Context: an optimization exercise on an open-source flow, tuned for small area, a short achievable clock period and few clock cycles per item. The choices shown serve that exercise and are no tape-out recipe.
Function was checked by simulation only, so behaviour that the tests miss may differ from the original.

Setup of job 4166:
## gregorian_day_number_convert_top
module gregorian_day_number_convert_top (
    input  logic         clk,
    input  logic         rst_n,
    input  logic         req_valid,
    output logic         req_ready,
    input  logic         req_type,
    input  logic [13:0]  year_in,
    input  logic [3:0]   month_in,
    input  logic [4:0]   day_in,
    input  logic [21:0]  number_in,
    output logic         rsp_valid,
    input  logic         rsp_ready,
    output logic [21:0]  number_out,
    output logic [13:0]  year_out,
    output logic [3:0]   month_out,
    output logic [4:0]   day_out,
    output logic         range_error
);
Size in the first run: roughly 1500 cells after synthesis, roughly 150 flip-flops, about 98 I/O pins, about 15000 um2 of cells after synthesis.
make LEC_CHECK=0 CAP_MARGIN=20 CORE_MARGIN=2 CORE_UTILIZATION=60 PLACE_DENSITY=0.75 SETUP_SLACK_MARGIN=4.2 SLEW_MARGIN=20 finish   # period 9.0 ns
run.sh (not shown) runs the stock make flow with config.mk's settings and CLKGATE_MAP_FILE= SYNTH_SCRIPT=/design/flow/synth_recipe.tcl, a recipe that flattens the netlist after the stock synthesis.
Every stage of the flow completed for job 4166, and the final layout passed the timing, design-rule and antenna checks.
Testbench counts of job 4166, summed over its fixed seeds: cycles 12,040, items 12,000.
diff inputs: job 4166 => job 4762
--- a/flow/config.mk
+++ b/flow/config.mk
@@ -10,4 +10,6 @@
 export CORE_UTILIZATION = 60
+export CTS_BUF_LIST = sky130_fd_sc_hd__clkbuf_4 sky130_fd_sc_hd__clkbuf_8
+export CTS_CLUSTER_SIZE = 40
 export PLACE_DENSITY = 0.75
-export SETUP_SLACK_MARGIN = 4.2
+export SETUP_SLACK_MARGIN = 4.1
 export SLEW_MARGIN = 20
[summary]
- Job 4762 went all the way through synthesis, placement and routing and the layout is clean on timing, DRC and antenna.
- [compare] base=job 4166 new=job 4762: wire length of the first global-routing pass has decreased, area growth from synthesis to layout decreased by 2.6 points relative to the old numbers, overall routed net length went down, clock-pin slew reported for the worst setup and hold paths after clock tree synthesis flat, worst slew margin relative to its limit went down by 4.7 points.
- Non-clock buffer count for job 4762 is lower than for job 4166.
- Between job 4762 and job 4166, it is job 4762 whose period utilization is higher, by 0.76 points.
- Max depth of the critical timing path with buffers and inverters included across job 4166 and job 4762: job 4166
## Diff of input files: job 6770 against job 4762
--- a/flow/config.mk
+++ b/flow/config.mk
@@ -10,6 +10,4 @@
 export CORE_UTILIZATION = 60
-export CTS_BUF_LIST = sky130_fd_sc_hd__clkbuf_4 sky130_fd_sc_hd__clkbuf_8
-export CTS_CLUSTER_SIZE = 40
 export PLACE_DENSITY = 0.75
-export SETUP_SLACK_MARGIN = 4.1
+export SETUP_SLACK_MARGIN = 4.0
 export SLEW_MARGIN = 20
--- outcome ---
Compare job 6770 and job 4762 | area added between synthesis and finish higher: job 6770. Sort job 6770 and job 4762 by final wirelength, ascending, and job 4762 comes first. Job 6770 vs job 4762, critical path buffer and inverter count went up by 1. In terms of sequential cell area share, job 4762 and job 6770 differ only marginally.
Changes in job 1741 relative to job 6770:
--- a/flow/config.mk
+++ b/flow/config.mk
@@ -9,5 +9,7 @@
 export CORE_MARGIN = 2
-export CORE_UTILIZATION = 60
-export PLACE_DENSITY = 0.75
-export SETUP_SLACK_MARGIN = 4.0
+export CORE_UTILIZATION = 75
+export CTS_BUF_LIST = sky130_fd_sc_hd__clkbuf_4 sky130_fd_sc_hd__clkbuf_8
+export CTS_CLUSTER_SIZE = 40
+export PLACE_DENSITY = 0.85
+export SETUP_SLACK_MARGIN = 4.2
 export SLEW_MARGIN = 20
==> comparison <==
- Job 1741: iteration count of the initial detailed-routing pass 2 above job 6770
- Summary — clock-cell share of area, job 1741 relative to job 6770: lower, by 1.3 points.
- Delta (job 1741 minus job 6770): final clock period utilization by the worst path shows no meaningful change, full die area shows a reduction of 5200 um2.
- Going from job 6770 to job 1741, weighted congestion at the end of routability-driven global placement now larger; area growth from synthesis to layout went up 0.21 points.

---

tundra:
gregorian_day_number_convert_top, a different RTL version from the one above (not shown whole).
For scale: about 1,400 cells after synthesis, ~98 I/O pins, ~0.014 mm2 of cells after synthesis.
export LEC_CHECK = 0
export CAP_MARGIN = 20
export CORE_MARGIN = 2
export CORE_UTILIZATION = 40
export SETUP_SLACK_MARGIN = 3.5
export SLEW_MARGIN = 20
create_clock -name core_clock -period 9.0 [get_ports {clk}]
standard.sh (not shown) runs the stock make flow with config.mk's settings and CLKGATE_MAP_FILE= SYNTH_SCRIPT=/design/flow/synth_recipe.tcl, a recipe that flattens the netlist after the stock synthesis.
==> flow/flow/run.sh <==
#!/bin/bash
# Layout flow: the standard flow, with the half-adder cells added to the don't-use list so that
# synthesis maps only the carry-save trees' full adders to adder cells and abc maps the rest.
set -o pipefail
bash standard.sh "DONT_USE_CELLS=sky130_fd_sc_hd__probe_p_8 sky130_fd_sc_hd__probec_p_8 sky130_fd_sc_hd__lpflow_bleeder_1 sky130_fd_sc_hd__lpflow_clkbufkapwr_1 sky130_fd_sc_hd__lpflow_clkbufkapwr_16 sky130_fd_sc_hd__lpflow_clkbufkapwr_2 sky130_fd_sc_hd__lpflow_clkbufkapwr_4 sky130_fd_sc_hd__lpflow_clkbufkapwr_8 sky130_fd_sc_hd__lpflow_clkinvkapwr_1 sky130_fd_sc_hd__lpflow_clkinvkapwr_16 sky130_fd_sc_hd__lpflow_clkinvkapwr_2 sky130_fd_sc_hd__lpflow_clkinvkapwr_4 sky130_fd_sc_hd__lpflow_clkinvkapwr_8 sky130_fd_sc_hd__lpflow_decapkapwr_12 sky130_fd_sc_hd__lpflow_decapkapwr_3 sky130_fd_sc_hd__lpflow_decapkapwr_4 sky130_fd_sc_hd__lpflow_decapkapwr_6 sky130_fd_sc_hd__lpflow_decapkapwr_8 sky130_fd_sc_hd__lpflow_inputiso0n_1 sky130_fd_sc_hd__lpflow_inputiso0p_1 sky130_fd_sc_hd__lpflow_inputiso1n_1 sky130_fd_sc_hd__lpflow_inputiso1p_1 sky130_fd_sc_hd__lpflow_inputisolatch_1 sky130_fd_sc_hd__lpflow_isobufsrc_1 sky130_fd_sc_hd__lpflow_isobufsrc_16 sky130_fd_sc_hd__lpflow_isobufsrc_2 sky130_fd_sc_hd__lpflow_isobufsrc_4 sky130_fd_sc_hd__lpflow_isobufsrc_8 sky130_fd_sc_hd__lpflow_isobufsrckapwr_16 sky130_fd_sc_hd__lpflow_lsbuf_lh_hl_isowell_tap_1 sky130_fd_sc_hd__lpflow_lsbuf_lh_hl_isowell_tap_2 sky130_fd_sc_hd__lpflow_lsbuf_lh_hl_isowell_tap_4 sky130_fd_sc_hd__lpflow_lsbuf_lh_isowell_4 sky130_fd_sc_hd__lpflow_lsbuf_lh_isowell_tap_1 sky130_fd_sc_hd__lpflow_lsbuf_lh_isowell_tap_2 sky130_fd_sc_hd__lpflow_lsbuf_lh_isowell_tap_4  sky130_fd_sc_hd__ha_1 sky130_fd_sc_hd__ha_2 sky130_fd_sc_hd__ha_4" finish > standard.log 2>&1
Testbench counts of tundra, summed over its fixed seeds: cycles 12,032, items 12,000.
diff inputs: tundra => indigo
- CORE_UTILIZATION: 40 -> 60
- PLACE_DENSITY: unset -> 0.75
==> flow/run.sh (new file) <==
#!/bin/bash
# synth_recipe.tcl (not shown) runs the flow's synth.tcl, then flattens the netlist and writes it again
# the make line also repeats each setting of config.mk as NAME=value (left out here)
make -C /OpenROAD-flow-scripts/flow DESIGN_CONFIG=/design/flow/config.mk WORK_HOME=/design/flow/orfs CLKGATE_MAP_FILE= SYNTH_SCRIPT=/design/flow/synth_recipe.tcl finish
removed: flow/flow/run.sh
removed: flow/standard.sh
## What came out
indigo did not stop at any stage, and its layout met the timing, design-rule and antenna checks.
Post-synthesis average cell area: higher on indigo
indigo ended up with a lower final clock period utilization by the worst path than tundra did.
Relative to tundra, indigo improves least setup slack across all paths after layout.
Side by side, area overhead of the layout relative to synthesis turned out lower in indigo than in tundra.
The worst max-slew margin expressed relative to the limit number comes out higher for indigo vs tundra.
Changes observed in indigo relative to tundra: overall die width went down; wire length on met3 +9.0%.
### indigo -> xenon
- removing PLACE_DENSITY (formerly 0.75)
- changing CORE_UTILIZATION from 60 to 40
- changing SETUP_SLACK_MARGIN from 3.5 to 4.2
### Flow results
Re count of endpoints failing hold in the final timing report: no difference whatsoever between indigo and xenon.
Worst setup slack delta for xenon relative to indigo: 0.033 ns lower
Sort indigo and xenon by met3 global-route usage desc -> top: indigo
Run comparison: xenon start-to-end type of the worst setup path reg -> reg; indigo start-to-end type of the worst setup path in -> reg
xenon has completed all stages; timing, DRC and antenna checks passed.

[static timing again, ports no longer ideal]
The results above use ideal ports. As a check the final layouts listed here were re-extracted and re-timed, cells and wires unchanged.
Step 1, drivers: a clkbuf_16 drives clk and a buf_2 each remaining input, both assumed.
Step 2 adds t to the input delays and takes it off the output delays; t is the mean of the earliest and latest rising clock arrival at the registers after step 1. Input paths then give back, and output paths get back, about the clock's delay inside the block.
a / b / c = ideal / step 1 / step 2; a / b = the first two.
| run | t, ns | slack for setup (ns) | cell pins on the clock port's net |
|---|---|---|---|
| job 4166 | 0.482 | 4.327 / 4.327 / 3.944 | 1 |
| job 4762 | 0.500 | 4.258 / 4.232 / 3.829 | 1 |
| job 6770 | 0.471 | 4.202 / 4.202 / 3.812 | 1 |
| job 1741 | 0.512 | 4.191 / 4.191 / 3.816 | 1 |
| tundra | 0.460 | 3.214 / 3.206 / 2.747 | 1 |
| indigo | 0.456 | 3.481 / 3.480 / 3.025 | 1 |
| xenon | 0.471 | 3.448 / 3.448 / 3.077 | 1 |
After both steps every run listed still meets setup and hold. For tundra, which loses most, drivers alone change the setup slack by -0.008 ns; drivers and shift together by -0.467 ns.
